This is an optimization exercise on Yosys and OpenROAD, whose aim is small area and a short achievable clock period, not a production implementation. Function was checked by simulation only, so behaviour that the tests miss may differ from the original. No activity file was given, so power comes from the tool's default toggle rates.

Setup of red:
Design rng_readout, start of the top module:
module rng_readout #(
    parameter  int DATA_W = 512,
    parameter  int SEG_W  = 8,
    parameter  int DEPTH  = 4,
    localparam int NSEG   = DATA_W / SEG_W,
    localparam int IW     = (NSEG > 1) ? $clog2(NSEG) : 1,
    localparam int CW     = $clog2(DEPTH + 1)
) (
    input  logic              clk,
    input  logic              rst_n,
    input  logic              in_valid,
    input  logic [DATA_W-1:0] in_data,
    input  logic              next_seg,
    input  logic              clear_ovf,
    output logic [SEG_W-1:0]  out_seg,
    output logic [IW-1:0]     seg_idx,
    output logic              word_avail,
    output logic [CW-1:0]     count,
    output logic              full,
    output logic              overflow
);
export LEC_CHECK = 0
export CAP_MARGIN = 20
export CORE_MARGIN = 2
export CORE_UTILIZATION = 70
export CTS_CLUSTER_DIAMETER = 100
export CTS_CLUSTER_SIZE = 30
export SETUP_SLACK_MARGIN = 2.8
export SLEW_MARGIN = 20
export SYNTH_HIERARCHICAL = 1
export SYNTH_MINIMUM_KEEP_SIZE = 0
create_clock -name core_clock -period 5.0 [get_ports {clk}]
standard.sh (not shown) runs the stock make flow with config.mk's settings and CLKGATE_MAP_FILE= SYNTH_SCRIPT=/design/flow/synth_recipe.tcl, a recipe that flattens the netlist after the stock synthesis.
==> flow/flow/run.sh <==
#!/bin/bash
set -euo pipefail
export BUFFER_PORTS_ARGS="-buffer_cell sky130_fd_sc_hd__buf_1"
bash standard.sh finish > standard_flow.log 2>&1
The following lists how blue was set up differently from red:
--- a/flow/design.v
+++ b/flow/design.v
@@ -120,56 +120,62 @@
                 if (r_wen_lo[w]) r_mem[w][DATA_W-SEG_W-1:0] <= in_data[DATA_W-SEG_W-1:0];
                 if (w_wen_hi[w]) r_mem[w][DATA_W-1:DATA_W-SEG_W] <= in_data[DATA_W-1:DATA_W-SEG_W];
             end
         end
     endgenerate
     logic [SEG_W-1:0] w_hit_n [DEPTH];
     generate
         for (genvar w = 0; w < DEPTH; w++) begin : g_rw
             for (genvar b = 0; b < SEG_W; b++) begin : g_rb
-                logic [NSEG/8-1:0] l2;
-                logic [NSEG/16-1:0] l3;
-                logic [NSEG/32-1:0] l4;
-                for (genvar q = 0; q < NSEG/8; q++) begin : g_l2
-                    logic [7:0] d;
-                    for (genvar k = 0; k < 8; k++) begin : g_d
-                        assign d[k] = r_mem[w][(8*q+k)*SEG_W + b];
-                    end
-                    rng_readout_ao8 u_c (.s(r_seg_oh[8*q +: 8]), .d(d), .y(l2[q]));
+                logic [20:0] m;
+                logic [6:0]  p;
+                logic [2:0]  n;
+                logic        hit;
+                for (genvar i = 0; i < 21; i++) begin : g_m
+                    rng_readout_aoi222 u_c (
+                        .a0(r_seg_oh[3*i]),   .b0(r_mem[w][(3*i)*SEG_W + b]),
+                        .a1(r_seg_oh[3*i+1]), .b1(r_mem[w][(3*i+1)*SEG_W + b]),
+                        .a2(r_seg_oh[3*i+2]), .b2(r_mem[w][(3*i+2)*SEG_W + b]),
+                        .y(m[i]));
                 end
-                for (genvar r = 0; r < NSEG/16; r++) begin : g_l3
-                    rng_readout_nor2 u_c (.a(l2[2*r]), .b(l2[2*r+1]), .y(l3[r]));
+                for (genvar j = 0; j < 7; j++) begin : g_p
+                    rng_readout_nand3 u_c (.a(m[3*j]), .b(m[3*j+1]), .c(m[3*j+2]), .y(p[j]));
                 end
-                for (genvar u = 0; u < NSEG/32; u++) begin : g_l4
-                    rng_readout_nand2 u_c (.a(l3[2*u]), .b(l3[2*u+1]), .y(l4[u]));
-                end
-                rng_readout_oai21 u_top (.a0(l4[0]), .a1(l4[1]), .b(r_rsel[w]), .y(w_hit_n[w][b]));
+                rng_readout_nor3 u_n0 (.a(p[0]), .b(p[1]), .c(p[2]), .y(n[0]));
+                rng_readout_nor3 u_n1 (.a(p[3]), .b(p[4]), .c(p[5]), .y(n[1]));
+                rng_readout_aoi21 u_n2 (.a0(r_seg_oh[63]), .a1(r_mem[w][63*SEG_W + b]), .b(p[6]),
+                                        .y(n[2]));
+                rng_readout_nand3 u_h (.a(n[0]), .b(n[1]), .c(n[2]), .y(hit));
+                rng_readout_nand2 u_s (.a(hit), .b(r_rsel[w]), .y(w_hit_n[w][b]));
             end
         end
         for (genvar b = 0; b < SEG_W; b++) begin : g_ob
             rng_readout_nand4 u_c (.a(w_hit_n[0][b]), .b(w_hit_n[1][b]), .c(w_hit_n[2][b]),
                                    .d(w_hit_n[3][b]), .y(w_sel[b]));
         end
     endgenerate
     assign out_seg    = r_out_seg;
     assign seg_idx    = r_seg_idx;
     assign word_avail = r_avail;
     assign count      = r_count;
     assign full       = r_full;
     assign overflow   = r_ovf;
 endmodule
 `default_nettype wire
-module rng_readout_ao8 (input wire [7:0] s, input wire [7:0] d, output wire y);
-    assign y = |(s & d);
+module rng_readout_aoi222 (input wire a0, b0, a1, b1, a2, b2, output wire y);
+    assign y = ~((a0 & b0) | (a1 & b1) | (a2 & b2));
 endmodule
-module rng_readout_oai21 (input wire a0, a1, b, output wire y);
-    assign y = ~((a0 | a1) & b);
+module rng_readout_aoi21 (input wire a0, a1, b, output wire y);
+    assign y = ~((a0 & a1) | b);
 endmodule
 module rng_readout_nand4 (input wire a, b, c, d, output wire y);
     assign y = ~(a & b & c & d);
 endmodule
+module rng_readout_nand3 (input wire a, b, c, output wire y);
+    assign y = ~(a & b & c);
+endmodule
 module rng_readout_nand2 (input wire a, b, output wire y);
     assign y = ~(a & b);
 endmodule
-module rng_readout_nor2 (input wire a, b, output wire y);
-    assign y = ~(a | b);
+module rng_readout_nor3 (input wire a, b, c, output wire y);
+    assign y = ~(a | b | c);
 endmodule
### Flow results
- blue completed every stage of the flow, and the final layout passed the timing, design-rule and antenna checks.
- Cell count went down by a little under 10% going from red to blue.
- blue vs. red: global-route usage grew by 0.71 points, total of fill cells in the finished design shows a reduction of 347.
- blue has data arrival at the endpoint of the critical path below what red had.
- Delta (blue minus red): cell area after synthesis shrank by 0.0011 mm2; non-clock buffer count climbed 1.6%; sequential cell area now sits at about the same level.
- Synthesized cell count sits lower in blue than in red.
- Going from red to blue, the relative contribution of the clock network to total power was found to have gone up by 0.2 points.

separate check: timing with driven ports:
No port has a modelled driver above. Below, the same layouts with a new extraction and two added sets of constraints. Step 1, drivers: a clkbuf_16 drives clk and a buf_2 each remaining input, both assumed. Step 2 adds t to the input delays and takes it off the output delays; t is the mean of the earliest and latest rising clock arrival at the registers after step 1. Input paths then give back, and output paths get back, about the clock's delay inside the block. Slacks: ideal / step 1 / step 2; pairs: ideal / step 1.
run	t, ns	setup slack, ns	hold WS [ns]	worst slew at a driven data input, ns	cell pins on the clock port's net
red	0.774	2.619 / 2.545 / 2.236	0.399 / 0.388 / 0.473	0.18	1
blue	0.770	2.691 / 2.617 / 2.205	0.416 / 0.364 / 0.473	0.19	1
After both steps every run listed still meets setup and hold. The setup slack of blue, which loses most, moves by -0.074 ns with the drivers and by -0.486 ns with both steps.
